What follows belongs to an exercise in optimizing a design on an open flow for small area and a short achievable clock period; a production flow would make more cautious choices.
In this exercise RTL edits were held to simulation tests only and were not proved equivalent to the original.
Power is estimated from default activity; no workload was simulated.

`flow/constraint.sdc`:
```
create_clock -name core_clock -period 7.5 [get_ports {clk}]
set_input_delay 1.5000 -clock core_clock [delete_from_list [all_inputs] [get_ports {clk}]]
set_output_delay 1.5000 -clock core_clock [all_outputs]
set_load 0.01 [all_outputs]
```
`flow/config.mk`:
```
export PLATFORM = sky130hd
export DESIGN_NAME = fft_power_peak
export DESIGN_NICKNAME = fft_power_peak
export VERILOG_FILES = /design/flow/design.v
export SDC_FILE = /design/flow/constraint.sdc
export NUM_CORES = 4
export LEC_CHECK = 0
export CAP_MARGIN = 20
export CORE_MARGIN = 2
export CORE_UTILIZATION = 40
export SLEW_MARGIN = 20
export SYNTH_HIERARCHICAL = 1
export SYNTH_MINIMUM_KEEP_SIZE = 0
```
`flow/run.sh`:
```
#!/bin/bash
# synth_recipe.tcl (not shown) runs the flow's synth.tcl, then flattens the netlist and writes it again
# the make line also repeats each setting of config.mk as NAME=value (left out here)
make -C /OpenROAD-flow-scripts/flow DESIGN_CONFIG=/design/flow/config.mk WORK_HOME=/design/flow/orfs CLKGATE_MAP_FILE= SYNTH_SCRIPT=/design/flow/synth_recipe.tcl finish
```
`flow/design.v`:
```
module fft_power_peak #(
    parameter  int N          = 8,
    parameter  int DATA_WIDTH = 16,
    localparam int BIN_W      = $clog2(N),
    localparam int PWR_W      = 2 * DATA_WIDTH + 1
) (
    input  logic                         clk,
    input  logic                         rst_n,
    input  logic signed [DATA_WIDTH-1:0] in_real,
    input  logic signed [DATA_WIDTH-1:0] in_imag,
    input  logic                         in_valid,
    input  logic                         clear,
    input  logic        [PWR_W-1:0]      thresh,
    output logic                         peak_over,
    output logic        [PWR_W-1:0]      pwr_out,
    output logic        [BIN_W-1:0]      pwr_bin,
    output logic                         pwr_valid,
    output logic        [PWR_W-1:0]      peak_pwr,
    output logic        [BIN_W-1:0]      peak_bin,
    output logic                         peak_valid,
    output logic        [15:0]           frame_cnt,
    output logic        [1:0]            dbg_state
);
    logic [15:0] a, b;
    logic        r_s1_valid;
    logic [2:0]  r_bin_cnt;      
    always_ff @(posedge clk) begin
        a <= in_real;
        b <= in_imag;
    end
    always_ff @(posedge clk or negedge rst_n) begin
        if (!rst_n) begin
            r_s1_valid <= 1'b0;
            r_bin_cnt  <= '0;
        end else begin
            r_s1_valid <= in_valid & ~clear;
            r_bin_cnt  <= clear ? 3'd0 : r_bin_cnt + {2'b0, in_valid};
        end
    end
    logic [31:0] ra, rb;
    logic pa_0_1;
    logic pa_0_2;
    logic pa_0_3;
    logic pa_0_4;
    logic pa_0_5;
    logic pa_0_6;
    logic pa_0_7;
    logic pa_0_8;
    logic pa_0_9;
    logic pa_0_10;
    logic pa_0_11;
    logic pa_0_12;
    logic pa_0_13;
    logic pa_0_14;
    logic pa_1_2;
    logic pa_1_3;
    logic pa_1_4;
    logic pa_1_5;
    logic pa_1_6;
    logic pa_1_7;
    logic pa_1_8;
    logic pa_1_9;
    logic pa_1_10;
    logic pa_1_11;
    logic pa_1_12;
    logic pa_1_13;
    logic pa_1_14;
    logic pa_2_3;
    logic pa_2_4;
    logic pa_2_5;
    logic pa_2_6;
    logic pa_2_7;
    logic pa_2_8;
    logic pa_2_9;
    logic pa_2_10;
    logic pa_2_11;
    logic pa_2_12;
    logic pa_2_13;
    logic pa_2_14;
    logic pa_3_4;
    logic pa_3_5;
    logic pa_3_6;
    logic pa_3_7;
    logic pa_3_8;
    logic pa_3_9;
    logic pa_3_10;
    logic pa_3_11;
    logic pa_3_12;
    logic pa_3_13;
    logic pa_3_14;
    logic pa_4_5;
    logic pa_4_6;
    logic pa_4_7;
    logic pa_4_8;
    logic pa_4_9;
    logic pa_4_10;
    logic pa_4_11;
    logic pa_4_12;
    logic pa_4_13;
    logic pa_4_14;
    logic pa_5_6;
    logic pa_5_7;
    logic pa_5_8;
    logic pa_5_9;
    logic pa_5_10;
    logic pa_5_11;
    logic pa_5_12;
    logic pa_5_13;
    logic pa_5_14;
    logic pa_6_7;
    logic pa_6_8;
    logic pa_6_9;
    logic pa_6_10;
    logic pa_6_11;
    logic pa_6_12;
    logic pa_6_13;
    logic pa_6_14;
    logic pa_7_8;
    logic pa_7_9;
    logic pa_7_10;
    logic pa_7_11;
    logic pa_7_12;
    logic pa_7_13;
    logic pa_7_14;
    logic pa_8_9;
    logic pa_8_10;
    logic pa_8_11;
    logic pa_8_12;
    logic pa_8_13;
    logic pa_8_14;
    logic pa_9_10;
    logic pa_9_11;
    logic pa_9_12;
    logic pa_9_13;
    logic pa_9_14;
    logic pa_10_11;
    logic pa_10_12;
    logic pa_10_13;
    logic pa_10_14;
    logic pa_11_12;
    logic pa_11_13;
    logic pa_11_14;
    logic pa_12_13;
    logic pa_12_14;
    logic pa_13_14;
    logic na_0;
    logic na_1;
    logic na_2;
    logic na_3;
    logic na_4;
    logic na_5;
    logic na_6;
    logic na_7;
    logic na_8;
    logic na_9;
    logic na_10;
    logic na_11;
    logic na_12;
    logic na_13;
    logic na_14;
    logic pb_0_1;
    logic pb_0_2;
    logic pb_0_3;
    logic pb_0_4;
    logic pb_0_5;
    logic pb_0_6;
    logic pb_0_7;
    logic pb_0_8;
    logic pb_0_9;
    logic pb_0_10;
    logic pb_0_11;
    logic pb_0_12;
    logic pb_0_13;
    logic pb_0_14;
    logic pb_1_2;
    logic pb_1_3;
    logic pb_1_4;
    logic pb_1_5;
    logic pb_1_6;
    logic pb_1_7;
    logic pb_1_8;
    logic pb_1_9;
    logic pb_1_10;
    logic pb_1_11;
    logic pb_1_12;
    logic pb_1_13;
    logic pb_1_14;
    logic pb_2_3;
    logic pb_2_4;
    logic pb_2_5;
    logic pb_2_6;
    logic pb_2_7;
    logic pb_2_8;
    logic pb_2_9;
    logic pb_2_10;
    logic pb_2_11;
    logic pb_2_12;
    logic pb_2_13;
    logic pb_2_14;
    logic pb_3_4;
    logic pb_3_5;
    logic pb_3_6;
    logic pb_3_7;
    logic pb_3_8;
    logic pb_3_9;
    logic pb_3_10;
    logic pb_3_11;
    logic pb_3_12;
    logic pb_3_13;
    logic pb_3_14;
    logic pb_4_5;
    logic pb_4_6;
    logic pb_4_7;
    logic pb_4_8;
    logic pb_4_9;
    logic pb_4_10;
    logic pb_4_11;
    logic pb_4_12;
    logic pb_4_13;
    logic pb_4_14;
    logic pb_5_6;
    logic pb_5_7;
    logic pb_5_8;
    logic pb_5_9;
    logic pb_5_10;
    logic pb_5_11;
    logic pb_5_12;
    logic pb_5_13;
    logic pb_5_14;
    logic pb_6_7;
    logic pb_6_8;
    logic pb_6_9;
    logic pb_6_10;
    logic pb_6_11;
    logic pb_6_12;
    logic pb_6_13;
    logic pb_6_14;
    logic pb_7_8;
    logic pb_7_9;
    logic pb_7_10;
    logic pb_7_11;
    logic pb_7_12;
    logic pb_7_13;
    logic pb_7_14;
    logic pb_8_9;
    logic pb_8_10;
    logic pb_8_11;
    logic pb_8_12;
    logic pb_8_13;
    logic pb_8_14;
    logic pb_9_10;
    logic pb_9_11;
    logic pb_9_12;
    logic pb_9_13;
    logic pb_9_14;
    logic pb_10_11;
    logic pb_10_12;
    logic pb_10_13;
    logic pb_10_14;
    logic pb_11_12;
    logic pb_11_13;
    logic pb_11_14;
    logic pb_12_13;
    logic pb_12_14;
    logic pb_13_14;
    logic nb_0;
    logic nb_1;
    logic nb_2;
    logic nb_3;
    logic nb_4;
    logic nb_5;
    logic nb_6;
    logic nb_7;
    logic nb_8;
    logic nb_9;
    logic nb_10;
    logic nb_11;
    logic nb_12;
    logic nb_13;
    logic nb_14;
    logic s0;
    logic c0;
    logic s1;
    logic c1;
    logic s2;
    logic c2;
    logic s3;
    logic c3;
    logic s4;
    logic c4;
    logic s5;
    logic c5;
    logic s6;
    logic c6;
    logic s7;
    logic c7;
    logic s8;
    logic c8;
    logic s9;
    logic c9;
    logic s10;
    logic c10;
    logic s11;
    logic c11;
    logic s12;
    logic c12;
    logic s13;
    logic c13;
    logic s14;
    logic c14;
    logic s15;
    logic c15;
    logic s16;
    logic c16;
    logic s17;
    logic c17;
    logic s18;
    logic c18;
    logic s19;
    logic c19;
    logic s20;
    logic c20;
    logic s21;
    logic c21;
    logic s22;
    logic c22;
    logic s23;
    logic c23;
    logic s24;
    logic c24;
    logic s25;
    logic c25;
    logic s26;
    logic c26;
    logic s27;
    logic c27;
    logic s28;
    logic c28;
    logic s29;
    logic c29;
    logic s30;
    logic c30;
    logic s31;
    logic c31;
    logic s32;
    logic c32;
    logic s33;
    logic c33;
    logic s34;
    logic c34;
    logic s35;
    logic c35;
    logic s36;
    logic c36;
    logic s37;
    logic c37;
    logic s38;
    logic c38;
    logic s39;
    logic c39;
    logic s40;
    logic c40;
    logic s41;
    logic c41;
    logic s42;
    logic c42;
    logic s43;
    logic c43;
    logic s44;
    logic c44;
    logic s45;
    logic c45;
    logic s46;
    logic c46;
    logic s47;
    logic c47;
    logic s48;
    logic c48;
    logic s49;
    logic c49;
    logic s50;
    logic c50;
    logic s51;
    logic c51;
    logic s52;
    logic c52;
    logic s53;
    logic c53;
    logic s54;
    logic c54;
    logic s55;
    logic c55;
    logic s56;
    logic c56;
    logic s57;
    logic c57;
    logic s58;
    logic c58;
    logic s59;
    logic c59;
    logic s60;
    logic c60;
    logic s61;
    logic c61;
    logic s62;
    logic c62;
    logic s63;
    logic c63;
    logic s64;
    logic c64;
    logic s65;
    logic c65;
    logic s66;
    logic c66;
    logic s67;
    logic c67;
    logic s68;
    logic c68;
    logic s69;
    logic c69;
    logic s70;
    logic c70;
    logic s71;
    logic c71;
    logic s72;
    logic c72;
    logic s73;
    logic c73;
    logic s74;
    logic c74;
    logic s75;
    logic c75;
    logic s76;
    logic c76;
    logic s77;
    logic c77;
    logic s78;
    logic c78;
    logic s79;
    logic c79;
    logic s80;
    logic c80;
    logic s81;
    logic c81;
    logic s82;
    logic c82;
    logic s83;
    logic c83;
    logic s84;
    logic c84;
    logic s85;
    logic c85;
    logic s86;
    logic c86;
    logic s87;
    logic c87;
    logic s88;
    logic c88;
    logic s89;
    logic c89;
    logic s90;
    logic c90;
    logic s91;
    logic c91;
    logic s92;
    logic c92;
    logic s93;
    logic c93;
    logic s94;
    logic c94;
    logic s95;
    logic c95;
    logic s96;
    logic c96;
    logic s97;
    logic c97;
    logic s98;
    logic c98;
    logic s99;
    logic c99;
    logic s100;
    logic c100;
    logic s101;
    logic c101;
    logic s102;
    logic c102;
    logic s103;
    logic c103;
    logic s104;
    logic c104;
    logic s105;
    logic c105;
    logic s106;
    logic c106;
    logic s107;
    logic c107;
    logic s108;
    logic c108;
    logic s109;
    logic c109;
    logic s110;
    logic c110;
    logic s111;
    logic c111;
    logic s112;
    logic c112;
    logic s113;
    logic c113;
    logic s114;
    logic c114;
    logic s115;
    logic c115;
    logic s116;
    logic c116;
    logic s117;
    logic c117;
    logic s118;
    logic c118;
    logic s119;
    logic c119;
    logic s120;
    logic c120;
    logic s121;
    logic c121;
    logic s122;
    logic c122;
    logic s123;
    logic c123;
    logic s124;
    logic c124;
    logic s125;
    logic c125;
    logic s126;
    logic c126;
    logic s127;
    logic c127;
    logic s128;
    logic c128;
    logic s129;
    logic c129;
    logic s130;
    logic c130;
    logic s131;
    logic c131;
    logic s132;
    logic c132;
    logic s133;
    logic c133;
    logic s134;
    logic c134;
    logic s135;
    logic c135;
    logic s136;
    logic c136;
    logic s137;
    logic c137;
    logic s138;
    logic c138;
    logic s139;
    logic c139;
    logic s140;
    logic c140;
    logic s141;
    logic c141;
    logic s142;
    logic c142;
    logic s143;
    logic c143;
    logic s144;
    logic c144;
    logic s145;
    logic c145;
    logic s146;
    logic c146;
    logic s147;
    logic c147;
    logic s148;
    logic c148;
    logic s149;
    logic c149;
    logic s150;
    logic c150;
    logic s151;
    logic c151;
    logic s152;
    logic c152;
    logic s153;
    logic c153;
    logic s154;
    logic c154;
    logic s155;
    logic c155;
    logic s156;
    logic c156;
    logic s157;
    logic c157;
    logic s158;
    logic c158;
    logic s159;
    logic c159;
    logic s160;
    logic c160;
    logic s161;
    logic c161;
    logic s162;
    logic c162;
    logic s163;
    logic c163;
    logic s164;
    logic c164;
    logic s165;
    logic c165;
    logic s166;
    logic c166;
    logic s167;
    logic c167;
    logic s168;
    logic c168;
    logic s169;
    logic c169;
    logic s170;
    logic c170;
    logic s171;
    logic c171;
    logic s172;
    logic c172;
    logic s173;
    logic c173;
    logic s174;
    logic c174;
    logic s175;
    logic c175;
    logic s176;
    logic c176;
    logic s177;
    logic c177;
    logic s178;
    logic c178;
    logic s179;
    logic c179;
    logic s180;
    logic c180;
    logic s181;
    logic c181;
    logic s182;
    logic c182;
    logic s183;
    logic c183;
    logic s184;
    logic c184;
    logic s185;
    logic c185;
    logic s186;
    logic c186;
    logic s187;
    logic c187;
    logic s188;
    logic c188;
    logic s189;
    logic c189;
    logic s190;
    logic c190;
    logic s191;
    logic c191;
    logic s192;
    logic c192;
    logic s193;
    logic c193;
    logic s194;
    logic c194;
    logic s195;
    logic c195;
    logic s196;
    logic c196;
    logic s197;
    logic c197;
    logic s198;
    logic c198;
    logic s199;
    logic c199;
    logic s200;
    logic c200;
    logic s201;
    logic c201;
    logic s202;
    logic c202;
    logic s203;
    logic c203;
    logic s204;
    logic c204;
    logic s205;
    logic c205;
    logic s206;
    logic c206;
    logic s207;
    logic c207;
    logic s208;
    logic c208;
    logic s209;
    logic c209;
    logic s210;
    logic c210;
    logic s211;
    logic c211;
    logic s212;
    logic c212;
    logic s213;
    logic c213;
    logic s214;
    logic c214;
    logic s215;
    logic c215;
    logic s216;
    logic c216;
    logic s217;
    logic c217;
    logic s218;
    logic c218;
    logic s219;
    logic c219;
    logic s220;
    logic c220;
    logic s221;
    logic c221;
    logic s222;
    logic c222;
    logic s223;
    logic c223;
    logic s224;
    logic c224;
    assign pa_0_1 = a[0] & a[1];
    assign pa_0_2 = a[0] & a[2];
    assign pa_0_3 = a[0] & a[3];
    assign pa_0_4 = a[0] & a[4];
    assign pa_0_5 = a[0] & a[5];
    assign pa_0_6 = a[0] & a[6];
    assign pa_0_7 = a[0] & a[7];
    assign pa_0_8 = a[0] & a[8];
    assign pa_0_9 = a[0] & a[9];
    assign pa_0_10 = a[0] & a[10];
    assign pa_0_11 = a[0] & a[11];
    assign pa_0_12 = a[0] & a[12];
    assign pa_0_13 = a[0] & a[13];
    assign pa_0_14 = a[0] & a[14];
    assign pa_1_2 = a[1] & a[2];
    assign pa_1_3 = a[1] & a[3];
    assign pa_1_4 = a[1] & a[4];
    assign pa_1_5 = a[1] & a[5];
    assign pa_1_6 = a[1] & a[6];
    assign pa_1_7 = a[1] & a[7];
    assign pa_1_8 = a[1] & a[8];
    assign pa_1_9 = a[1] & a[9];
    assign pa_1_10 = a[1] & a[10];
    assign pa_1_11 = a[1] & a[11];
    assign pa_1_12 = a[1] & a[12];
    assign pa_1_13 = a[1] & a[13];
    assign pa_1_14 = a[1] & a[14];
    assign pa_2_3 = a[2] & a[3];
    assign pa_2_4 = a[2] & a[4];
    assign pa_2_5 = a[2] & a[5];
    assign pa_2_6 = a[2] & a[6];
    assign pa_2_7 = a[2] & a[7];
    assign pa_2_8 = a[2] & a[8];
    assign pa_2_9 = a[2] & a[9];
    assign pa_2_10 = a[2] & a[10];
    assign pa_2_11 = a[2] & a[11];
    assign pa_2_12 = a[2] & a[12];
    assign pa_2_13 = a[2] & a[13];
    assign pa_2_14 = a[2] & a[14];
    assign pa_3_4 = a[3] & a[4];
    assign pa_3_5 = a[3] & a[5];
    assign pa_3_6 = a[3] & a[6];
    assign pa_3_7 = a[3] & a[7];
    assign pa_3_8 = a[3] & a[8];
    assign pa_3_9 = a[3] & a[9];
    assign pa_3_10 = a[3] & a[10];
    assign pa_3_11 = a[3] & a[11];
    assign pa_3_12 = a[3] & a[12];
    assign pa_3_13 = a[3] & a[13];
    assign pa_3_14 = a[3] & a[14];
    assign pa_4_5 = a[4] & a[5];
    assign pa_4_6 = a[4] & a[6];
    assign pa_4_7 = a[4] & a[7];
    assign pa_4_8 = a[4] & a[8];
    assign pa_4_9 = a[4] & a[9];
    assign pa_4_10 = a[4] & a[10];
    assign pa_4_11 = a[4] & a[11];
    assign pa_4_12 = a[4] & a[12];
    assign pa_4_13 = a[4] & a[13];
    assign pa_4_14 = a[4] & a[14];
    assign pa_5_6 = a[5] & a[6];
    assign pa_5_7 = a[5] & a[7];
    assign pa_5_8 = a[5] & a[8];
    assign pa_5_9 = a[5] & a[9];
    assign pa_5_10 = a[5] & a[10];
    assign pa_5_11 = a[5] & a[11];
    assign pa_5_12 = a[5] & a[12];
    assign pa_5_13 = a[5] & a[13];
    assign pa_5_14 = a[5] & a[14];
    assign pa_6_7 = a[6] & a[7];
    assign pa_6_8 = a[6] & a[8];
    assign pa_6_9 = a[6] & a[9];
    assign pa_6_10 = a[6] & a[10];
    assign pa_6_11 = a[6] & a[11];
    assign pa_6_12 = a[6] & a[12];
    assign pa_6_13 = a[6] & a[13];
    assign pa_6_14 = a[6] & a[14];
    assign pa_7_8 = a[7] & a[8];
    assign pa_7_9 = a[7] & a[9];
    assign pa_7_10 = a[7] & a[10];
    assign pa_7_11 = a[7] & a[11];
    assign pa_7_12 = a[7] & a[12];
    assign pa_7_13 = a[7] & a[13];
    assign pa_7_14 = a[7] & a[14];
    assign pa_8_9 = a[8] & a[9];
    assign pa_8_10 = a[8] & a[10];
    assign pa_8_11 = a[8] & a[11];
    assign pa_8_12 = a[8] & a[12];
    assign pa_8_13 = a[8] & a[13];
    assign pa_8_14 = a[8] & a[14];
    assign pa_9_10 = a[9] & a[10];
    assign pa_9_11 = a[9] & a[11];
    assign pa_9_12 = a[9] & a[12];
    assign pa_9_13 = a[9] & a[13];
    assign pa_9_14 = a[9] & a[14];
    assign pa_10_11 = a[10] & a[11];
    assign pa_10_12 = a[10] & a[12];
    assign pa_10_13 = a[10] & a[13];
    assign pa_10_14 = a[10] & a[14];
    assign pa_11_12 = a[11] & a[12];
    assign pa_11_13 = a[11] & a[13];
    assign pa_11_14 = a[11] & a[14];
    assign pa_12_13 = a[12] & a[13];
    assign pa_12_14 = a[12] & a[14];
    assign pa_13_14 = a[13] & a[14];
    assign na_0 = ~(a[15] & a[0]);
    assign na_1 = ~(a[15] & a[1]);
    assign na_2 = ~(a[15] & a[2]);
    assign na_3 = ~(a[15] & a[3]);
    assign na_4 = ~(a[15] & a[4]);
    assign na_5 = ~(a[15] & a[5]);
    assign na_6 = ~(a[15] & a[6]);
    assign na_7 = ~(a[15] & a[7]);
    assign na_8 = ~(a[15] & a[8]);
    assign na_9 = ~(a[15] & a[9]);
    assign na_10 = ~(a[15] & a[10]);
    assign na_11 = ~(a[15] & a[11]);
    assign na_12 = ~(a[15] & a[12]);
    assign na_13 = ~(a[15] & a[13]);
    assign na_14 = ~(a[15] & a[14]);
    assign pb_0_1 = b[0] & b[1];
    assign pb_0_2 = b[0] & b[2];
    assign pb_0_3 = b[0] & b[3];
    assign pb_0_4 = b[0] & b[4];
    assign pb_0_5 = b[0] & b[5];
    assign pb_0_6 = b[0] & b[6];
    assign pb_0_7 = b[0] & b[7];
    assign pb_0_8 = b[0] & b[8];
    assign pb_0_9 = b[0] & b[9];
    assign pb_0_10 = b[0] & b[10];
    assign pb_0_11 = b[0] & b[11];
    assign pb_0_12 = b[0] & b[12];
    assign pb_0_13 = b[0] & b[13];
    assign pb_0_14 = b[0] & b[14];
    assign pb_1_2 = b[1] & b[2];
    assign pb_1_3 = b[1] & b[3];
    assign pb_1_4 = b[1] & b[4];
    assign pb_1_5 = b[1] & b[5];
    assign pb_1_6 = b[1] & b[6];
    assign pb_1_7 = b[1] & b[7];
    assign pb_1_8 = b[1] & b[8];
    assign pb_1_9 = b[1] & b[9];
    assign pb_1_10 = b[1] & b[10];
    assign pb_1_11 = b[1] & b[11];
    assign pb_1_12 = b[1] & b[12];
    assign pb_1_13 = b[1] & b[13];
    assign pb_1_14 = b[1] & b[14];
    assign pb_2_3 = b[2] & b[3];
    assign pb_2_4 = b[2] & b[4];
    assign pb_2_5 = b[2] & b[5];
    assign pb_2_6 = b[2] & b[6];
    assign pb_2_7 = b[2] & b[7];
    assign pb_2_8 = b[2] & b[8];
    assign pb_2_9 = b[2] & b[9];
    assign pb_2_10 = b[2] & b[10];
    assign pb_2_11 = b[2] & b[11];
    assign pb_2_12 = b[2] & b[12];
    assign pb_2_13 = b[2] & b[13];
    assign pb_2_14 = b[2] & b[14];
    assign pb_3_4 = b[3] & b[4];
    assign pb_3_5 = b[3] & b[5];
    assign pb_3_6 = b[3] & b[6];
    assign pb_3_7 = b[3] & b[7];
    assign pb_3_8 = b[3] & b[8];
    assign pb_3_9 = b[3] & b[9];
    assign pb_3_10 = b[3] & b[10];
    assign pb_3_11 = b[3] & b[11];
    assign pb_3_12 = b[3] & b[12];
    assign pb_3_13 = b[3] & b[13];
    assign pb_3_14 = b[3] & b[14];
    assign pb_4_5 = b[4] & b[5];
    assign pb_4_6 = b[4] & b[6];
    assign pb_4_7 = b[4] & b[7];
    assign pb_4_8 = b[4] & b[8];
    assign pb_4_9 = b[4] & b[9];
    assign pb_4_10 = b[4] & b[10];
    assign pb_4_11 = b[4] & b[11];
    assign pb_4_12 = b[4] & b[12];
    assign pb_4_13 = b[4] & b[13];
    assign pb_4_14 = b[4] & b[14];
    assign pb_5_6 = b[5] & b[6];
    assign pb_5_7 = b[5] & b[7];
    assign pb_5_8 = b[5] & b[8];
    assign pb_5_9 = b[5] & b[9];
    assign pb_5_10 = b[5] & b[10];
    assign pb_5_11 = b[5] & b[11];
    assign pb_5_12 = b[5] & b[12];
    assign pb_5_13 = b[5] & b[13];
    assign pb_5_14 = b[5] & b[14];
    assign pb_6_7 = b[6] & b[7];
    assign pb_6_8 = b[6] & b[8];
    assign pb_6_9 = b[6] & b[9];
    assign pb_6_10 = b[6] & b[10];
    assign pb_6_11 = b[6] & b[11];
    assign pb_6_12 = b[6] & b[12];
    assign pb_6_13 = b[6] & b[13];
    assign pb_6_14 = b[6] & b[14];
    assign pb_7_8 = b[7] & b[8];
    assign pb_7_9 = b[7] & b[9];
    assign pb_7_10 = b[7] & b[10];
    assign pb_7_11 = b[7] & b[11];
    assign pb_7_12 = b[7] & b[12];
    assign pb_7_13 = b[7] & b[13];
    assign pb_7_14 = b[7] & b[14];
    assign pb_8_9 = b[8] & b[9];
    assign pb_8_10 = b[8] & b[10];
    assign pb_8_11 = b[8] & b[11];
    assign pb_8_12 = b[8] & b[12];
    assign pb_8_13 = b[8] & b[13];
    assign pb_8_14 = b[8] & b[14];
    assign pb_9_10 = b[9] & b[10];
    assign pb_9_11 = b[9] & b[11];
    assign pb_9_12 = b[9] & b[12];
    assign pb_9_13 = b[9] & b[13];
    assign pb_9_14 = b[9] & b[14];
    assign pb_10_11 = b[10] & b[11];
    assign pb_10_12 = b[10] & b[12];
    assign pb_10_13 = b[10] & b[13];
    assign pb_10_14 = b[10] & b[14];
    assign pb_11_12 = b[11] & b[12];
    assign pb_11_13 = b[11] & b[13];
    assign pb_11_14 = b[11] & b[14];
    assign pb_12_13 = b[12] & b[13];
    assign pb_12_14 = b[12] & b[14];
    assign pb_13_14 = b[13] & b[14];
    assign nb_0 = ~(b[15] & b[0]);
    assign nb_1 = ~(b[15] & b[1]);
    assign nb_2 = ~(b[15] & b[2]);
    assign nb_3 = ~(b[15] & b[3]);
    assign nb_4 = ~(b[15] & b[4]);
    assign nb_5 = ~(b[15] & b[5]);
    assign nb_6 = ~(b[15] & b[6]);
    assign nb_7 = ~(b[15] & b[7]);
    assign nb_8 = ~(b[15] & b[8]);
    assign nb_9 = ~(b[15] & b[9]);
    assign nb_10 = ~(b[15] & b[10]);
    assign nb_11 = ~(b[15] & b[11]);
    assign nb_12 = ~(b[15] & b[12]);
    assign nb_13 = ~(b[15] & b[13]);
    assign nb_14 = ~(b[15] & b[14]);
    fpp_fa u_fa1 (.a(a[1]), .b(b[1]), .c(pa_0_1), .s(s0), .co(c0));
    fpp_fa u_fa2 (.a(pa_0_2), .b(pb_0_2), .c(c0), .s(s1), .co(c1));
    fpp_fa u_fa3 (.a(a[2]), .b(b[2]), .c(pa_0_3), .s(s2), .co(c2));
    fpp_fa u_fa4 (.a(pa_1_2), .b(pb_0_3), .c(pb_1_2), .s(s3), .co(c3));
    fpp_fa u_fa5 (.a(s2), .b(c1), .c(s3), .s(s4), .co(c4));
    fpp_fa u_fa6 (.a(pa_0_4), .b(pa_1_3), .c(pb_0_4), .s(s5), .co(c5));
    fpp_fa u_fa7 (.a(pb_1_3), .b(c2), .c(c3), .s(s6), .co(c6));
    fpp_fa u_fa8 (.a(s5), .b(s6), .c(c4), .s(s7), .co(c7));
    fpp_fa u_fa9 (.a(a[3]), .b(b[3]), .c(pa_0_5), .s(s8), .co(c8));
    fpp_fa u_fa10 (.a(pa_1_4), .b(pa_2_3), .c(pb_0_5), .s(s9), .co(c9));
    fpp_fa u_fa11 (.a(pb_1_4), .b(pb_2_3), .c(c5), .s(s10), .co(c10));
    fpp_fa u_fa12 (.a(s8), .b(s9), .c(c6), .s(s11), .co(c11));
    fpp_fa u_fa13 (.a(s10), .b(s11), .c(c7), .s(s12), .co(c12));
    fpp_fa u_fa14 (.a(pa_0_6), .b(pa_1_5), .c(pa_2_4), .s(s13), .co(c13));
    fpp_fa u_fa15 (.a(pb_0_6), .b(pb_1_5), .c(pb_2_4), .s(s14), .co(c14));
    fpp_fa u_fa16 (.a(c8), .b(c9), .c(s13), .s(s15), .co(c15));
    fpp_fa u_fa17 (.a(s14), .b(c10), .c(c11), .s(s16), .co(c16));
    fpp_fa u_fa18 (.a(s15), .b(s16), .c(c12), .s(s17), .co(c17));
    fpp_fa u_fa19 (.a(a[4]), .b(b[4]), .c(pa_0_7), .s(s18), .co(c18));
    fpp_fa u_fa20 (.a(pa_1_6), .b(pa_2_5), .c(pa_3_4), .s(s19), .co(c19));
    fpp_fa u_fa21 (.a(pb_0_7), .b(pb_1_6), .c(pb_2_5), .s(s20), .co(c20));
    fpp_fa u_fa22 (.a(pb_3_4), .b(c13), .c(c14), .s(s21), .co(c21));
    fpp_fa u_fa23 (.a(s18), .b(s19), .c(s20), .s(s22), .co(c22));
    fpp_fa u_fa24 (.a(c15), .b(s21), .c(s22), .s(s23), .co(c23));
    fpp_fa u_fa25 (.a(c16), .b(s23), .c(c17), .s(s24), .co(c24));
    fpp_fa u_fa26 (.a(pa_0_8), .b(pa_1_7), .c(pa_2_6), .s(s25), .co(c25));
    fpp_fa u_fa27 (.a(pa_3_5), .b(pb_0_8), .c(pb_1_7), .s(s26), .co(c26));
    fpp_fa u_fa28 (.a(pb_2_6), .b(pb_3_5), .c(c18), .s(s27), .co(c27));
    fpp_fa u_fa29 (.a(c19), .b(c20), .c(s25), .s(s28), .co(c28));
    fpp_fa u_fa30 (.a(s26), .b(s27), .c(c21), .s(s29), .co(c29));
    fpp_fa u_fa31 (.a(c22), .b(s28), .c(s29), .s(s30), .co(c30));
    fpp_fa u_fa32 (.a(c23), .b(s30), .c(c24), .s(s31), .co(c31));
    fpp_fa u_fa33 (.a(a[5]), .b(b[5]), .c(pa_0_9), .s(s32), .co(c32));
    fpp_fa u_fa34 (.a(pa_1_8), .b(pa_2_7), .c(pa_3_6), .s(s33), .co(c33));
    fpp_fa u_fa35 (.a(pa_4_5), .b(pb_0_9), .c(pb_1_8), .s(s34), .co(c34));
    fpp_fa u_fa36 (.a(pb_2_7), .b(pb_3_6), .c(pb_4_5), .s(s35), .co(c35));
    fpp_fa u_fa37 (.a(c25), .b(c26), .c(s32), .s(s36), .co(c36));
    fpp_fa u_fa38 (.a(c27), .b(s33), .c(s34), .s(s37), .co(c37));
    fpp_fa u_fa39 (.a(s35), .b(c28), .c(s36), .s(s38), .co(c38));
    fpp_fa u_fa40 (.a(c29), .b(s37), .c(s38), .s(s39), .co(c39));
    fpp_fa u_fa41 (.a(c30), .b(s39), .c(c31), .s(s40), .co(c40));
    fpp_fa u_fa42 (.a(pa_0_10), .b(pa_1_9), .c(pa_2_8), .s(s41), .co(c41));
    fpp_fa u_fa43 (.a(pa_3_7), .b(pa_4_6), .c(pb_0_10), .s(s42), .co(c42));
    fpp_fa u_fa44 (.a(pb_1_9), .b(pb_2_8), .c(pb_3_7), .s(s43), .co(c43));
    fpp_fa u_fa45 (.a(pb_4_6), .b(c32), .c(c33), .s(s44), .co(c44));
    fpp_fa u_fa46 (.a(c34), .b(c35), .c(s41), .s(s45), .co(c45));
    fpp_fa u_fa47 (.a(s42), .b(s43), .c(c36), .s(s46), .co(c46));
    fpp_fa u_fa48 (.a(s44), .b(c37), .c(s45), .s(s47), .co(c47));
    fpp_fa u_fa49 (.a(s46), .b(c38), .c(s47), .s(s48), .co(c48));
    fpp_fa u_fa50 (.a(c39), .b(s48), .c(c40), .s(s49), .co(c49));
    fpp_fa u_fa51 (.a(a[6]), .b(b[6]), .c(pa_0_11), .s(s50), .co(c50));
    fpp_fa u_fa52 (.a(pa_1_10), .b(pa_2_9), .c(pa_3_8), .s(s51), .co(c51));
    fpp_fa u_fa53 (.a(pa_4_7), .b(pa_5_6), .c(pb_0_11), .s(s52), .co(c52));
    fpp_fa u_fa54 (.a(pb_1_10), .b(pb_2_9), .c(pb_3_8), .s(s53), .co(c53));
    fpp_fa u_fa55 (.a(pb_4_7), .b(pb_5_6), .c(c41), .s(s54), .co(c54));
    fpp_fa u_fa56 (.a(c42), .b(c43), .c(s50), .s(s55), .co(c55));
    fpp_fa u_fa57 (.a(s51), .b(s52), .c(s53), .s(s56), .co(c56));
    fpp_fa u_fa58 (.a(c44), .b(s54), .c(c45), .s(s57), .co(c57));
    fpp_fa u_fa59 (.a(s55), .b(c46), .c(s56), .s(s58), .co(c58));
    fpp_fa u_fa60 (.a(s57), .b(c47), .c(s58), .s(s59), .co(c59));
    fpp_fa u_fa61 (.a(c48), .b(s59), .c(c49), .s(s60), .co(c60));
    fpp_fa u_fa62 (.a(pa_0_12), .b(pa_1_11), .c(pa_2_10), .s(s61), .co(c61));
    fpp_fa u_fa63 (.a(pa_3_9), .b(pa_4_8), .c(pa_5_7), .s(s62), .co(c62));
    fpp_fa u_fa64 (.a(pb_0_12), .b(pb_1_11), .c(pb_2_10), .s(s63), .co(c63));
    fpp_fa u_fa65 (.a(pb_3_9), .b(pb_4_8), .c(pb_5_7), .s(s64), .co(c64));
    fpp_fa u_fa66 (.a(c50), .b(c51), .c(c52), .s(s65), .co(c65));
    fpp_fa u_fa67 (.a(c53), .b(s61), .c(s62), .s(s66), .co(c66));
    fpp_fa u_fa68 (.a(s63), .b(s64), .c(c54), .s(s67), .co(c67));
    fpp_fa u_fa69 (.a(c55), .b(c56), .c(s65), .s(s68), .co(c68));
    fpp_fa u_fa70 (.a(s66), .b(s67), .c(c57), .s(s69), .co(c69));
    fpp_fa u_fa71 (.a(c58), .b(s68), .c(s69), .s(s70), .co(c70));
    fpp_fa u_fa72 (.a(c59), .b(s70), .c(c60), .s(s71), .co(c71));
    fpp_fa u_fa73 (.a(a[7]), .b(b[7]), .c(pa_0_13), .s(s72), .co(c72));
    fpp_fa u_fa74 (.a(pa_1_12), .b(pa_2_11), .c(pa_3_10), .s(s73), .co(c73));
    fpp_fa u_fa75 (.a(pa_4_9), .b(pa_5_8), .c(pa_6_7), .s(s74), .co(c74));
    fpp_fa u_fa76 (.a(pb_0_13), .b(pb_1_12), .c(pb_2_11), .s(s75), .co(c75));
    fpp_fa u_fa77 (.a(pb_3_10), .b(pb_4_9), .c(pb_5_8), .s(s76), .co(c76));
    fpp_fa u_fa78 (.a(pb_6_7), .b(c61), .c(c62), .s(s77), .co(c77));
    fpp_fa u_fa79 (.a(c63), .b(c64), .c(s72), .s(s78), .co(c78));
    fpp_fa u_fa80 (.a(s73), .b(s74), .c(s75), .s(s79), .co(c79));
    fpp_fa u_fa81 (.a(s76), .b(c65), .c(c66), .s(s80), .co(c80));
    fpp_fa u_fa82 (.a(c67), .b(s77), .c(s78), .s(s81), .co(c81));
    fpp_fa u_fa83 (.a(s79), .b(c68), .c(s80), .s(s82), .co(c82));
    fpp_fa u_fa84 (.a(c69), .b(s81), .c(s82), .s(s83), .co(c83));
    fpp_fa u_fa85 (.a(c70), .b(s83), .c(c71), .s(s84), .co(c84));
    fpp_fa u_fa86 (.a(pa_0_14), .b(pa_1_13), .c(pa_2_12), .s(s85), .co(c85));
    fpp_fa u_fa87 (.a(pa_3_11), .b(pa_4_10), .c(pa_5_9), .s(s86), .co(c86));
    fpp_fa u_fa88 (.a(pa_6_8), .b(pb_0_14), .c(pb_1_13), .s(s87), .co(c87));
    fpp_fa u_fa89 (.a(pb_2_12), .b(pb_3_11), .c(pb_4_10), .s(s88), .co(c88));
    fpp_fa u_fa90 (.a(pb_5_9), .b(pb_6_8), .c(c72), .s(s89), .co(c89));
    fpp_fa u_fa91 (.a(c73), .b(c74), .c(c75), .s(s90), .co(c90));
    fpp_fa u_fa92 (.a(c76), .b(s85), .c(s86), .s(s91), .co(c91));
    fpp_fa u_fa93 (.a(s87), .b(s88), .c(s89), .s(s92), .co(c92));
    fpp_fa u_fa94 (.a(c77), .b(c78), .c(c79), .s(s93), .co(c93));
    fpp_fa u_fa95 (.a(s90), .b(s91), .c(s92), .s(s94), .co(c94));
    fpp_fa u_fa96 (.a(c80), .b(c81), .c(s93), .s(s95), .co(c95));
    fpp_fa u_fa97 (.a(s94), .b(c82), .c(s95), .s(s96), .co(c96));
    fpp_fa u_fa98 (.a(c83), .b(s96), .c(c84), .s(s97), .co(c97));
    fpp_fa u_fa99 (.a(a[8]), .b(b[8]), .c(na_0), .s(s98), .co(c98));
    fpp_fa u_fa100 (.a(nb_0), .b(pa_1_14), .c(pa_2_13), .s(s99), .co(c99));
    fpp_fa u_fa101 (.a(pa_3_12), .b(pa_4_11), .c(pa_5_10), .s(s100), .co(c100));
    fpp_fa u_fa102 (.a(pa_6_9), .b(pa_7_8), .c(pb_1_14), .s(s101), .co(c101));
    fpp_fa u_fa103 (.a(pb_2_13), .b(pb_3_12), .c(pb_4_11), .s(s102), .co(c102));
    fpp_fa u_fa104 (.a(pb_5_10), .b(pb_6_9), .c(pb_7_8), .s(s103), .co(c103));
    fpp_fa u_fa105 (.a(c85), .b(c86), .c(c87), .s(s104), .co(c104));
    fpp_fa u_fa106 (.a(c88), .b(s98), .c(c89), .s(s105), .co(c105));
    fpp_fa u_fa107 (.a(s100), .b(s101), .c(s102), .s(s106), .co(c106));
    fpp_fa u_fa108 (.a(s103), .b(s99), .c(c90), .s(s107), .co(c107));
    fpp_fa u_fa109 (.a(c91), .b(c92), .c(s104), .s(s108), .co(c108));
    fpp_fa u_fa110 (.a(s105), .b(s106), .c(s107), .s(s109), .co(c109));
    fpp_fa u_fa111 (.a(c93), .b(c94), .c(s108), .s(s110), .co(c110));
    fpp_fa u_fa112 (.a(s109), .b(c95), .c(s110), .s(s111), .co(c111));
    fpp_fa u_fa113 (.a(c96), .b(s111), .c(c97), .s(s112), .co(c112));
    fpp_fa u_fa114 (.a(1'b1), .b(na_1), .c(nb_1), .s(s113), .co(c113));
    fpp_fa u_fa115 (.a(pa_2_14), .b(pa_3_13), .c(pa_4_12), .s(s114), .co(c114));
    fpp_fa u_fa116 (.a(pa_5_11), .b(pa_6_10), .c(pa_7_9), .s(s115), .co(c115));
    fpp_fa u_fa117 (.a(pb_2_14), .b(pb_3_13), .c(pb_4_12), .s(s116), .co(c116));
    fpp_fa u_fa118 (.a(pb_5_11), .b(pb_6_10), .c(pb_7_9), .s(s117), .co(c117));
    fpp_fa u_fa119 (.a(c98), .b(c100), .c(c101), .s(s118), .co(c118));
    fpp_fa u_fa120 (.a(c102), .b(c103), .c(c99), .s(s119), .co(c119));
    fpp_fa u_fa121 (.a(s113), .b(s114), .c(s115), .s(s120), .co(c120));
    fpp_fa u_fa122 (.a(s116), .b(s117), .c(c104), .s(s121), .co(c121));
    fpp_fa u_fa123 (.a(c105), .b(c106), .c(s118), .s(s122), .co(c122));
    fpp_fa u_fa124 (.a(s119), .b(c107), .c(s120), .s(s123), .co(c123));
    fpp_fa u_fa125 (.a(s121), .b(c108), .c(c109), .s(s124), .co(c124));
    fpp_fa u_fa126 (.a(s122), .b(s123), .c(c110), .s(s125), .co(c125));
    fpp_fa u_fa127 (.a(s124), .b(s125), .c(c111), .s(s126), .co(c126));
    fpp_fa u_fa128 (.a(a[9]), .b(b[9]), .c(na_2), .s(s127), .co(c127));
    fpp_fa u_fa129 (.a(nb_2), .b(pa_3_14), .c(pa_4_13), .s(s128), .co(c128));
    fpp_fa u_fa130 (.a(pa_5_12), .b(pa_6_11), .c(pa_7_10), .s(s129), .co(c129));
    fpp_fa u_fa131 (.a(pa_8_9), .b(pb_3_14), .c(pb_4_13), .s(s130), .co(c130));
    fpp_fa u_fa132 (.a(pb_5_12), .b(pb_6_11), .c(pb_7_10), .s(s131), .co(c131));
    fpp_fa u_fa133 (.a(pb_8_9), .b(c113), .c(c114), .s(s132), .co(c132));
    fpp_fa u_fa134 (.a(c115), .b(c116), .c(c117), .s(s133), .co(c133));
    fpp_fa u_fa135 (.a(s127), .b(s128), .c(s129), .s(s134), .co(c134));
    fpp_fa u_fa136 (.a(s130), .b(s131), .c(c118), .s(s135), .co(c135));
    fpp_fa u_fa137 (.a(c119), .b(c120), .c(s132), .s(s136), .co(c136));
    fpp_fa u_fa138 (.a(s133), .b(c121), .c(s134), .s(s137), .co(c137));
    fpp_fa u_fa139 (.a(s135), .b(c122), .c(c123), .s(s138), .co(c138));
    fpp_fa u_fa140 (.a(s136), .b(s137), .c(c124), .s(s139), .co(c139));
    fpp_fa u_fa141 (.a(s138), .b(s139), .c(c125), .s(s140), .co(c140));
    fpp_fa u_fa142 (.a(na_3), .b(nb_3), .c(pa_4_14), .s(s141), .co(c141));
    fpp_fa u_fa143 (.a(pa_5_13), .b(pa_6_12), .c(pa_7_11), .s(s142), .co(c142));
    fpp_fa u_fa144 (.a(pa_8_10), .b(pb_4_14), .c(pb_5_13), .s(s143), .co(c143));
    fpp_fa u_fa145 (.a(pb_6_12), .b(pb_7_11), .c(pb_8_10), .s(s144), .co(c144));
    fpp_fa u_fa146 (.a(c127), .b(c128), .c(c129), .s(s145), .co(c145));
    fpp_fa u_fa147 (.a(c130), .b(c131), .c(s141), .s(s146), .co(c146));
    fpp_fa u_fa148 (.a(s142), .b(s143), .c(s144), .s(s147), .co(c147));
    fpp_fa u_fa149 (.a(c132), .b(c133), .c(c134), .s(s148), .co(c148));
    fpp_fa u_fa150 (.a(s145), .b(s146), .c(c135), .s(s149), .co(c149));
    fpp_fa u_fa151 (.a(s147), .b(c136), .c(s148), .s(s150), .co(c150));
    fpp_fa u_fa152 (.a(c137), .b(s149), .c(c138), .s(s151), .co(c151));
    fpp_fa u_fa153 (.a(s150), .b(c139), .c(s151), .s(s152), .co(c152));
    fpp_fa u_fa154 (.a(a[10]), .b(b[10]), .c(na_4), .s(s153), .co(c153));
    fpp_fa u_fa155 (.a(nb_4), .b(pa_5_14), .c(pa_6_13), .s(s154), .co(c154));
    fpp_fa u_fa156 (.a(pa_7_12), .b(pa_8_11), .c(pa_9_10), .s(s155), .co(c155));
    fpp_fa u_fa157 (.a(pb_5_14), .b(pb_6_13), .c(pb_7_12), .s(s156), .co(c156));
    fpp_fa u_fa158 (.a(pb_8_11), .b(pb_9_10), .c(c141), .s(s157), .co(c157));
    fpp_fa u_fa159 (.a(c142), .b(c143), .c(c144), .s(s158), .co(c158));
    fpp_fa u_fa160 (.a(s153), .b(s154), .c(s155), .s(s159), .co(c159));
    fpp_fa u_fa161 (.a(s156), .b(s157), .c(c145), .s(s160), .co(c160));
    fpp_fa u_fa162 (.a(c146), .b(c147), .c(s158), .s(s161), .co(c161));
    fpp_fa u_fa163 (.a(s159), .b(c148), .c(s160), .s(s162), .co(c162));
    fpp_fa u_fa164 (.a(c149), .b(s161), .c(s162), .s(s163), .co(c163));
    fpp_fa u_fa165 (.a(c150), .b(c151), .c(s163), .s(s164), .co(c164));
    fpp_fa u_fa166 (.a(na_5), .b(nb_5), .c(pa_6_14), .s(s165), .co(c165));
    fpp_fa u_fa167 (.a(pa_7_13), .b(pa_8_12), .c(pa_9_11), .s(s166), .co(c166));
    fpp_fa u_fa168 (.a(pb_6_14), .b(pb_7_13), .c(pb_8_12), .s(s167), .co(c167));
    fpp_fa u_fa169 (.a(pb_9_11), .b(c153), .c(c154), .s(s168), .co(c168));
    fpp_fa u_fa170 (.a(c155), .b(c156), .c(s165), .s(s169), .co(c169));
    fpp_fa u_fa171 (.a(s166), .b(s167), .c(c157), .s(s170), .co(c170));
    fpp_fa u_fa172 (.a(c158), .b(s168), .c(c159), .s(s171), .co(c171));
    fpp_fa u_fa173 (.a(s169), .b(s170), .c(c160), .s(s172), .co(c172));
    fpp_fa u_fa174 (.a(c161), .b(s171), .c(c162), .s(s173), .co(c173));
    fpp_fa u_fa175 (.a(s172), .b(s173), .c(c163), .s(s174), .co(c174));
    fpp_fa u_fa176 (.a(a[11]), .b(b[11]), .c(na_6), .s(s175), .co(c175));
    fpp_fa u_fa177 (.a(nb_6), .b(pa_10_11), .c(pa_7_14), .s(s176), .co(c176));
    fpp_fa u_fa178 (.a(pa_8_13), .b(pa_9_12), .c(pb_10_11), .s(s177), .co(c177));
    fpp_fa u_fa179 (.a(pb_7_14), .b(pb_8_13), .c(pb_9_12), .s(s178), .co(c178));
    fpp_fa u_fa180 (.a(c165), .b(c166), .c(c167), .s(s179), .co(c179));
    fpp_fa u_fa181 (.a(s175), .b(s176), .c(s177), .s(s180), .co(c180));
    fpp_fa u_fa182 (.a(s178), .b(c168), .c(c169), .s(s181), .co(c181));
    fpp_fa u_fa183 (.a(c170), .b(s179), .c(s180), .s(s182), .co(c182));
    fpp_fa u_fa184 (.a(c171), .b(s181), .c(c172), .s(s183), .co(c183));
    fpp_fa u_fa185 (.a(s182), .b(s183), .c(c173), .s(s184), .co(c184));
    fpp_fa u_fa186 (.a(na_7), .b(nb_7), .c(pa_10_12), .s(s185), .co(c185));
    fpp_fa u_fa187 (.a(pa_8_14), .b(pa_9_13), .c(pb_10_12), .s(s186), .co(c186));
    fpp_fa u_fa188 (.a(pb_8_14), .b(pb_9_13), .c(c175), .s(s187), .co(c187));
    fpp_fa u_fa189 (.a(c176), .b(c177), .c(c178), .s(s188), .co(c188));
    fpp_fa u_fa190 (.a(s185), .b(s186), .c(s187), .s(s189), .co(c189));
    fpp_fa u_fa191 (.a(c179), .b(c180), .c(s188), .s(s190), .co(c190));
    fpp_fa u_fa192 (.a(s189), .b(c181), .c(c182), .s(s191), .co(c191));
    fpp_fa u_fa193 (.a(s190), .b(s191), .c(c183), .s(s192), .co(c192));
    fpp_fa u_fa194 (.a(a[12]), .b(b[12]), .c(na_8), .s(s193), .co(c193));
    fpp_fa u_fa195 (.a(nb_8), .b(pa_10_13), .c(pa_11_12), .s(s194), .co(c194));
    fpp_fa u_fa196 (.a(pa_9_14), .b(pb_10_13), .c(pb_11_12), .s(s195), .co(c195));
    fpp_fa u_fa197 (.a(pb_9_14), .b(c185), .c(c186), .s(s196), .co(c196));
    fpp_fa u_fa198 (.a(s193), .b(c187), .c(s194), .s(s197), .co(c197));
    fpp_fa u_fa199 (.a(s195), .b(c188), .c(c189), .s(s198), .co(c198));
    fpp_fa u_fa200 (.a(s196), .b(s197), .c(c190), .s(s199), .co(c199));
    fpp_fa u_fa201 (.a(s198), .b(c191), .c(s199), .s(s200), .co(c200));
    fpp_fa u_fa202 (.a(na_9), .b(nb_9), .c(pa_10_14), .s(s201), .co(c201));
    fpp_fa u_fa203 (.a(pa_11_13), .b(pb_10_14), .c(pb_11_13), .s(s202), .co(c202));
    fpp_fa u_fa204 (.a(c193), .b(c194), .c(c195), .s(s203), .co(c203));
    fpp_fa u_fa205 (.a(s201), .b(s202), .c(c196), .s(s204), .co(c204));
    fpp_fa u_fa206 (.a(c197), .b(s203), .c(s204), .s(s205), .co(c205));
    fpp_fa u_fa207 (.a(c198), .b(s205), .c(c199), .s(s206), .co(c206));
    fpp_fa u_fa208 (.a(a[13]), .b(b[13]), .c(na_10), .s(s207), .co(c207));
    fpp_fa u_fa209 (.a(nb_10), .b(pa_11_14), .c(pa_12_13), .s(s208), .co(c208));
    fpp_fa u_fa210 (.a(pb_11_14), .b(pb_12_13), .c(c201), .s(s209), .co(c209));
    fpp_fa u_fa211 (.a(c202), .b(s207), .c(s208), .s(s210), .co(c210));
    fpp_fa u_fa212 (.a(s209), .b(c203), .c(s210), .s(s211), .co(c211));
    fpp_fa u_fa213 (.a(c204), .b(s211), .c(c205), .s(s212), .co(c212));
    fpp_fa u_fa214 (.a(na_11), .b(nb_11), .c(pa_12_14), .s(s213), .co(c213));
    fpp_fa u_fa215 (.a(pb_12_14), .b(c207), .c(c208), .s(s214), .co(c214));
    fpp_fa u_fa216 (.a(s213), .b(c209), .c(c210), .s(s215), .co(c215));
    fpp_fa u_fa217 (.a(s214), .b(c211), .c(s215), .s(s216), .co(c216));
    fpp_fa u_fa218 (.a(a[14]), .b(b[14]), .c(na_12), .s(s217), .co(c217));
    fpp_fa u_fa219 (.a(nb_12), .b(pa_13_14), .c(pb_13_14), .s(s218), .co(c218));
    fpp_fa u_fa220 (.a(c213), .b(s217), .c(s218), .s(s219), .co(c219));
    fpp_fa u_fa221 (.a(c214), .b(s219), .c(c215), .s(s220), .co(c220));
    fpp_fa u_fa222 (.a(na_13), .b(nb_13), .c(c217), .s(s221), .co(c221));
    fpp_fa u_fa223 (.a(c218), .b(s221), .c(c219), .s(s222), .co(c222));
    fpp_fa u_fa224 (.a(a[15]), .b(b[15]), .c(na_14), .s(s223), .co(c223));
    fpp_fa u_fa225 (.a(nb_14), .b(s223), .c(c221), .s(s224), .co(c224));
    assign ra = {c223, s224, s222, s220, s216, s212, c200, c192, c184, c174, c164, c152, c140, c126, s126, s112, s97, s84, s71, s60, s49, s40, s31, s24, s17, s12, s7, s4, s1, pb_0_1, 1'b0, a[0]};
    assign rb = {c224, c222, c220, c216, c212, c206, s206, s200, s192, s184, s174, s164, s152, s140, c112, 1'b0, 1'b0, 1'b0, 1'b0, 1'b0, 1'b0, 1'b0, 1'b0, 1'b0, 1'b0, 1'b0, 1'b0, 1'b0, 1'b0, s0, 1'b0, b[0]};
    logic [31:0] r_pwr;
    always_ff @(posedge clk) begin
        r_pwr <= ra + rb;
    end
    always_ff @(posedge clk or negedge rst_n) begin
        if (!rst_n) pwr_valid <= 1'b0;
        else        pwr_valid <= r_s1_valid & ~clear;
    end
    assign pwr_out = {1'b0, r_pwr};
    assign pwr_bin = r_bin_cnt - 3'd1 - {2'b0, r_s1_valid};
    logic        r_run, r_rep;
    logic [31:0] r_run_pwr;
    logic [2:0]  r_run_bin;
    logic [31:0] r_peak_pwr;
    logic        w_beat, w_bin0, w_bin7, w_gt, w_take, w_report;
    logic [31:0] w_nxt_pwr;
    logic [2:0]  w_nxt_bin;
    assign dbg_state  = {r_rep, r_run};
    assign peak_valid = r_rep;
    assign peak_pwr   = {1'b0, r_peak_pwr};
    assign w_beat   = pwr_valid & ~clear;
    assign w_bin0   = (pwr_bin == 3'd0);
    assign w_bin7   = (pwr_bin == 3'd7);
    assign w_gt     = (r_pwr > r_run_pwr);
    assign w_take   = w_beat & (r_run ? w_gt : w_bin0);
    assign w_report = w_beat & r_run & w_bin7;
    assign w_nxt_pwr = w_take ? r_pwr   : r_run_pwr;
    assign w_nxt_bin = w_take ? pwr_bin : r_run_bin;
    always_ff @(posedge clk) begin
        r_run_pwr <= w_nxt_pwr;
        r_run_bin <= w_nxt_bin;
    end
    always_ff @(posedge clk or negedge rst_n) begin
        if (!rst_n) begin
            r_run      <= 1'b0;
            r_rep      <= 1'b0;
            r_peak_pwr <= '0;
            peak_bin   <= '0;
            frame_cnt  <= '0;
        end else begin
            r_run     <= r_run ? ~clear & ~(pwr_valid & w_bin7) : w_beat & w_bin0;
            r_rep     <= w_report;
            frame_cnt <= frame_cnt + {15'd0, w_report};
            if (w_report) begin
                r_peak_pwr <= w_nxt_pwr;
                peak_bin   <= w_nxt_bin;
            end
        end
    end
    always_ff @(posedge clk or negedge rst_n) begin
        if (!rst_n) begin
            peak_over <= 1'b0;
        end else if (r_rep) begin
            peak_over <= ({1'b0, r_peak_pwr} >= thresh);
        end
    end
endmodule
module fpp_fa (
    input  logic a,
    input  logic b,
    input  logic c,
    output logic s,
    output logic co
);
    assign s  = a ^ b ^ c;
    assign co = (a & b) | (c & (a ^ b));
endmodule
```
==> impl_metrics.toml <==
[detailed_routing]
drt-pass1-iter-count = 4
wirelength_um = 33900
routed_via_count_divided_by_cell_count = 4.99
drcViolationCount = 0
vias = 9018
wl_per_cell_um = 18.8
dr.first_iter.drc_count = 445
antenna_violating_nets_remaining = 0

[final_layout]
design.final.nets = 1727
num-fill-cells = 3085
final_core_utilization = 0.494
finish.cell_count_without_fillers = 1808
layout_commonest_cell = "and2_1"
layout_cell_share_with_drive_strength_beyond_1 = 0.127
area.growth.synth_to_final_pct = 21.9
post-route-cell-area_um2 = 16500
most-common-layout-cells = "and2_1, fa_1, clkdlybuf4s50_1"

[power]
finalPower_w = 0.00694
p_seq_frac = 0.170
power_per_cell_area_nw_per_um2 = 421
internal-power_w = 0.00395
worst_ir_drop_vdd_mv = 0.437
power.clock.fraction = 0.130
leakage_power_total_nw = 7.31
p_sw_frac = 0.431
switchingPower_w = 0.00299
comb_power_share = 0.700

[sta]
max_clock_freq_mhz = 135
whs_ps = 447
finalSetupViolations = 0
finalWorstPathRequiredPeriod_ps = 7420
rsz0062_at_grt = "true"
maxSlewHeadroom = 0.362
worst_pin_slew_ps = 943
timing_hold_violations_final = 0
fin_skew_ps = 15.0
final.period_utilization = 0.989
pins_over_their_slew_limit = 0

[clock_network]
post_cts_hold_buffer_count = 0
cts_sinks = 158
cts.root.buffer_cell = "clkbuf_16"
worst_setup_hold_path_clk_slew_ps = 70
post_cts_repair_timing_setup_buffer_count = 0
cts_tree = "yes"
worst_skew_pair.late_latency_ps = 430
cts.htree.levels = 4
tritoncts.num_buffers = 17
cts-root-to-sink-buffers = 2

[synth]
synth_area_um2 = 13500
synth-seq-cells = 158
yosysSeqAreaShare = 0.256
synthFlopType = "dfxtp_1"
synth_cells = 1169
synth_top_area_frac = 0.333
ys.warnings.count = 7
synth_cell_type_count = 49
synth_area_leaders = "fa_1, dfxtp_1, dfrtp_1, and2_1, ha_1"
synth_enable_flop_cells = 0
synthesis.area_per_instance_um2 = 11.6
netlist.top_cell.by_area = "fa_1"
asyncSetResetFlopFracSynth = 0.373

[floorplanning]
chipWidth_um = 188
core.rowCount = 67
initial_standard_cell_utilization_of_the_core = 0.405
floorplan.io_pins = 162
dieHeight_um = 188
dieArea_um2 = 35300
area_inside_the_core_boundary_um2 = 33400

[placed_design]
io_buffers = 159
place.detailed.hpwl_um = 26300
postPlaceCellArea_um2 = 15800
placed_cells_incl_taps = 1775
gp_routability_congestion = 0.838

[min_path]
holdCritPathClass = "flip-flop to flip-flop"

[worst_setup_path]
worstPathArrival_ps = 7770
startpoint_type = "flip-flop"
critical_path_required_ps = 7860
worst_setup_path_end_kind = "flip-flop"
worst_reg_to_reg_setup_slack_ps = 80
path_max_fanout = 4
setup_crit_path_kind = "flip-flop to flip-flop"

[global_route]
global_route_wire_length_before_repair_um = 54700
initial_antenna_violation_count = 2
global_route.usage.total = 0.200
largest_net_degree_at_the_start_of_global_routing = 60
total_global_routing_overflow = 0
vias_in_the_first_global_route = 9863

[status]
run_status = "no timing/DRC/antenna violations"

[job]
cap_violations = 0
## modules after synthesis, one instance, submodules excluded
module	cell area, um2	flip-flops and latches	cells inside	times used
fft_power_peak	9010	158	944	1
fpp_fa	20.0	0	1	225
## cell type report
type | instances | area, um2 | area share
well taps | 448 | 561 | 0.0340
inverters | 79 | 297 | 0.0180
diodes | 1 | 2.50 | 0.000152
multi-input cells | 888 | 9650 | 0.586
clock buffers | 18 | 439 | 0.0267
clock inverters | 14 | 154 | 0.00934
repair buffers | 202 | 1910 | 0.116
flip-flops and latches | 158 | 3460 | 0.210
## flip-flops by register name (all words and copies together) (netlist names)
register	flops
pwr_valid	1
frame_cnt	16
r_run	1
r_s1_valid	1
r_bin_cnt	3
r_peak_pwr	32
b	16
peak_bin	3
r_run_bin	3
a	16
peak_over	1
r_rep	1
r_pwr	32
r_run_pwr	32
## Yosys cell counts (14+ instances only)
library cell / instances
xor2_1: 15
ha_1: 87
a21o_1: 19
and2_1: 211
inv_1: 79
xnor2_1: 29
fa_1: 225
nand2_1: 55
dfxtp_1: 99
nand3_1: 19
nor2_1: 27
a21oi_1: 37
mux2_4: 31
clkbuf_1: 35
o21ai_0: 14
nand4_1: 19
dfrtp_1: 59
mux2_2: 33
## logic make-up after synthesis
kind of cell	count (synthesis)	share of synthesized area
multiplexers	64	0.0619
AND/OR/NAND/NOR	362	0.152
XOR/XNOR	44	0.0285
buffers and inverters	124	0.0376
AO/OA/AOI/OAI	103	0.0500
flip-flops	158	0.256
other	2	0.000556
adder cells (fa/ha/maj)	312	0.414
## routing by layer
layer  GRT usage  part of all wire
met3      0.0382             0.050
met2       0.323              0.46
met4      0.0524             0.015
met5           0                 0
met1       0.278              0.48
## critical path, stage by stage (launching register included)
cell      delay (ps)
dfxtp_2          350
and2_1           150
fa_2             340
fa_2             350
fa_2             360
fa_2             340
fa_2             340
fa_2             340
fa_2             350
fa_2             370
fa_2             350
fa_2             360
fa_2             350
fa_2             350
fa_2             350
fa_2             350
fa_2             360
ha_4             170
a21oi_2          120
o211ai_1         120
a221oi_2         380
a22oi_2          160
a221o_1          350
a21oi_2          130
xnor2_1          120
## repair_timing
item | CTS | global route
pin swaps | 4 | 8
endpoints found under the setup margin | 3 | 7
gates resized for setup | 5 | 9
## power groups by stage
stage	logic (W)	clock network [W]	registers (W)
after detailed placement	0.00467	0	0.00120
final	0.00486	0.000900	0.00118
after floorplan	0.00334	0	0.00119
after CTS	0.00469	0.000923	0.00118
after global placement	0.00460	0	0.00120
after global routing	0.00543	0.000955	0.00120
## path summary, 6_finish.rpt
check / to / startpoint / depth (start not counted)
worst max-delay path: r_pwr[31]$_DFF_P_ / a[1]$_DFF_P_ / 24
worst min-delay path: peak_bin[0]$_DFFE_PN0P_ / r_run_bin[0]$_DFF_P_ / 2
worst max register to register: r_pwr[31]$_DFF_P_ / a[1]$_DFF_P_ / 24
worst min register to register: peak_bin[0]$_DFFE_PN0P_ / r_run_bin[0]$_DFF_P_ / 2
max in group asynchronous: r_peak_pwr[26]$_DFFE_PN0P_ / rst_n / 2
min in group asynchronous: r_peak_pwr[7]$_DFFE_PN0P_ / rst_n / 2
## per-stage QoR
stage	setup slack (ps)	setup TNS (ps)
finish	83.1	0
global route	-156	-156
CTS	2.77	0
detailed placement	-106	-128
global placement	-45.8	-68.9
floorplan	38.0	0

-- static timing again, ports no longer ideal --
In the flow no input, the clock included, has a driving cell. The finished layout below was timed again as built, in two steps. Step 1 (the two cells are an assumption about what drives the block):
set clk [get_ports {clk}]
set_driving_cell -lib_cell sky130_fd_sc_hd__clkbuf_16 $clk
set_driving_cell -lib_cell sky130_fd_sc_hd__buf_2 [delete_from_list [all_inputs] $clk]
Step 2 moves the port delays by t, midway between the first and last clock arrival at a register: inputs arrive t later, outputs are due t later. That takes back most of the time a late clock gives input paths. Slacks: ideal / step 1 / step 2; pairs: ideal / step 1.
t, ns: 0.474
setup slack, ns: 0.083 / 0.083 / 0.083
hold slack, ns: 0.447 / 0.447 / 0.447
After both steps this run still meets setup and hold. The setup slack of this run moves by 0.000 ns with the drivers and by 0.000 ns with both steps.
